This design comes from an exercise in tuning for small area and few clock cycles per item on the open sky130 flow, not from production work. Only simulation tests tie the RTL to the original design; equivalence was not proved. Power and IR drop assume default switching activity.

== v6 ==
Design s_expression_tokenizer_core, start of the top module:
module s_expression_tokenizer_core
#(
  parameter int unsigned LINE_BITS   = 20,
  parameter int unsigned COLUMN_BITS = 16,
  parameter int unsigned QDEPTH      = 0
) (
  input  logic        clk_i,
  input  logic        rst_ni,
  input  logic        in_valid_i,
  output logic        in_stall_o,
  input  logic [1:0]  op_i,
  input  logic [15:0] ch_i,
  output logic        out_valid_o,
  input  logic        out_stall_i,
  output logic        kind_o,
  output logic [15:0] text_char_o,
  output logic [3:0]  token_type_o,
  output logic [19:0] line_number_o,
  output logic [15:0] column_o,
  output logic [15:0] length_o,
  output logic        last_o
);
Settings: LEC_CHECK=0, CAP_MARGIN=20, CORE_MARGIN=2, CORE_UTILIZATION=40, GPL_TIMING_DRIVEN=0, SLEW_MARGIN=20; clock period 5.0 ns.
standard.sh (not shown) runs the stock make flow with config.mk's settings and CLKGATE_MAP_FILE= SYNTH_SCRIPT=/design/flow/synth_recipe.tcl, a recipe that flattens the netlist after the stock synthesis.
==> flow/flow/run.sh <==
#!/bin/bash
# The standard layout with three changes:
#  - synthesis maps with an area-only ABC script (flow/abc_area_map.script
#    in place of ORFS's abc_speed.script; nothing else in synthesis changes)
#  - plain buf_1 cells as the port buffers
#  - a clock tree of clkbuf_4 cells with no dummy loads
set -euo pipefail
here=$(pwd)
rm -rf "$here/orfs_scripts"
cp -r "$FLOW_HOME/scripts" "$here/orfs_scripts"
cp "$here/flow/abc_area_map.script" "$here/orfs_scripts/abc_speed.script"
export SCRIPTS_DIR="$here/orfs_scripts"
export BUFFER_PORTS_ARGS="-buffer_cell sky130_fd_sc_hd__buf_1"
export CTS_ARGS="-sink_clustering_enable -repair_clock_nets -dont_use_dummy_load -sink_clustering_size 30 -sink_clustering_max_diameter 100 -buf_list {sky130_fd_sc_hd__clkbuf_4}"
bash standard.sh > standard_flow.log 2>&1
==> flow/flow/abc_area_map.script <==
strash
dch
map -a
topo
stime -c
Testbench counts of v6, summed over its fixed seeds: cycles 40,481, items 32,013.
Edits applied to the flow inputs when going from v6 to v7:
diff --git a/flow/design.v b/flow/design.v
--- a/flow/design.v
+++ b/flow/design.v
@@ -59,30 +59,29 @@
   output logic [15:0] text_char_o,
   output logic [3:0]  token_type_o,
   output logic [19:0] line_number_o,
   output logic [15:0] column_o,
   output logic [15:0] length_o,
   output logic        last_o
 );
-  localparam logic [3:0] M_EMPTY = {1'b0, NC_EMPTY};
-  localparam logic [3:0] M_CMT   = 4'b0111;
-  localparam logic [3:0] M_STR   = 4'b1010;
-  localparam logic [3:0] M_STRBS = 4'b1110;
+  localparam logic [4:0] M_EMPTY = {2'b00, NC_EMPTY};
+  localparam logic [4:0] M_CMT   = 5'b00111;
+  localparam logic [4:0] M_STR   = 5'b10000;
+  localparam logic [4:0] M_STRBS = 5'b10001;
   logic [19:0] line_q;
   logic [15:0] col_q;
   logic [15:0] len_q;
-  logic [3:0]  mode_q;
-  logic        word_ci_q;    
+  logic [4:0]  mode_q;
   logic in_str, in_cmt, normal_st, pend, bslash, word_hit;
   logic [2:0] nc;
-  assign in_str    = mode_q[3] && mode_q[1] && !mode_q[0];
-  assign pend      = mode_q[3] && !(mode_q[1] && !mode_q[0]);
+  assign in_str    = mode_q[4];
+  assign pend      = !mode_q[4] && mode_q[3];
   assign in_cmt    = (mode_q == M_CMT);
-  assign normal_st = !mode_q[3] && !in_cmt;
-  assign bslash    = mode_q[2];
+  assign normal_st = !mode_q[4] && !mode_q[3] && (mode_q[2:0] != 3'b111);
+  assign bslash    = mode_q[0];
   assign nc        = mode_q[2:0];
   assign word_hit  = normal_st && (nc != NC_EMPTY);
   logic is_char, is_flush, is_clear;
   logic c_nl, c_nul, c_dq, c_hash, c_bs, c_single, c_ws, c_digit, c_sign, c_dot, c_sep;
   logic [3:0] single_type;
   logic [2:0] single_sel;
   assign is_char  = (op_i == OP_CHAR);
@@ -159,15 +158,15 @@
         pp[j] = pp[j] & pp[j - (1 << (l - 1))];
       end
     end
     sub16 = p ^ {gg[14:0], ci};
   endfunction
   logic [15:0] rec_col;
   logic [3:0]  word_type;
-  assign rec_col = sub16(col_q, len_q, word_ci_q);
+  assign rec_col = sub16(col_q, len_q, !in_str);
   always_comb begin
     case (nc)
       NC_UDIG: word_type = TOK_UINT;
       NC_SDIG: word_type = TOK_INT;
       NC_FRAC: word_type = TOK_FLOAT;
       default: word_type = TOK_SYMBOL;
     endcase
@@ -200,15 +199,15 @@
   assign col_rst   = take && (is_clear || nl_ev);
   assign col_step  = pop || (take && is_char && !in_cmt && !c_nl &&
                              (in_str || !(c_hash || two)));
   assign len_rst   = take && (is_flush || r_str || (normal && c_sep));
   assign len_step  = take && r_text;
   logic [19:0] line_d;
   logic [15:0] col_d, len_d;
-  logic [3:0]  mode_d;
+  logic [4:0]  mode_d;
   assign line_d = line_rst ? 20'd1 : inc20(line_q, line_step);
   assign col_d  = col_rst ? 16'd1 : inc16(col_q, col_step);
   assign len_d  = len_rst ? 16'd0 : inc16(len_q, len_step);
   always_comb begin
     mode_d = mode_q;
     if (pend) begin
       if (pop) mode_d = M_EMPTY;
@@ -223,36 +222,34 @@
           else if (c_nl) mode_d = M_STR;
           else mode_d = c_bs ? M_STRBS : M_STR;
         end else if (c_hash) begin
           mode_d = M_CMT;
         end else if (c_dq) begin
           mode_d = M_STR;
         end else if (two) begin
-          mode_d = {1'b1, ch_i[2:0]};
+          mode_d = {2'b01, ch_i[2:0]};
         end else if (c_sep) begin
           mode_d = M_EMPTY;
         end else begin
-          mode_d = {1'b0, nc_next};
+          mode_d = {2'b00, nc_next};
         end
       end
     end
   end
   always_ff @(posedge clk_i or negedge rst_ni) begin
     if (!rst_ni) begin
       line_q <= 20'd1;
       col_q  <= 16'd1;
       len_q  <= '0;
       mode_q <= M_EMPTY;
-      word_ci_q <= 1'b1;
     end else begin
       line_q <= line_d;
       col_q  <= col_d;
       len_q  <= len_d;
       mode_q <= mode_d;
-      word_ci_q <= !(mode_d[3] && mode_d[1] && !mode_d[0]);
     end
   end
 endmodule
 `timescale 1ns / 1ps
 import sexl_pkg::*;
 module sexl_rqueue
 #(
v7 finished every step from synthesis to the final layout, and the layout passed the timing, DRC and antenna checks.
Die area | v7 < v6
Relative to v6, actual slew at the worst max-slew pin has decreased by 0.13 ns in v7.
Changes observed in v7 relative to v6: clock latency at the later pin of the worst-skew pair held steady; worst max-slew margin expressed relative to the limit rose by 9.1 points; hold slack lower.
v7 improves on v6 in maximum frequency.
v6 → v7: non-clock buffer count decreased 5.5%; overall routed net length now smaller; static leakage has decreased.
Compared with v6, in v7 overall power grew by about 0.3%; global-route usage grew by 0.45 points.
Testbench counts of v7, summed over its fixed seeds: cycles 40,481, items 32,013.

[port drivers added, routing unchanged]
How much do the figures lean on ideal ports? The routed layouts below were timed once more, with nothing changed but the port constraints. Step 1: set_driving_cell puts a clkbuf_16 on clk_i and a buf_2 on each other input, an assumption about the parent block. Step 2 moves the port delays by t, midway between the first and last clock arrival at a register: inputs arrive t later, outputs are due t later. That takes back most of the time a late clock gives input paths. Slacks: no drivers / after step 1 / after step 2; pairs: no drivers / after step 1.
| run | shift t [ns] | setup WS [ns] | worst register clock-pin slew, ns |
|---|---|---|---|
| v6 | 0.413 | 0.279 / 0.249 / -0.008 | 0.11 / 0.11 |
| v7 | 0.403 | 0.311 / 0.282 / 0.111 | 0.09 / 0.09 |
With both steps, setup timing fails in v6, where it was met with ideal ports. The setup slack of v6, which loses most, moves by -0.030 ns with the drivers and by -0.287 ns with both steps.
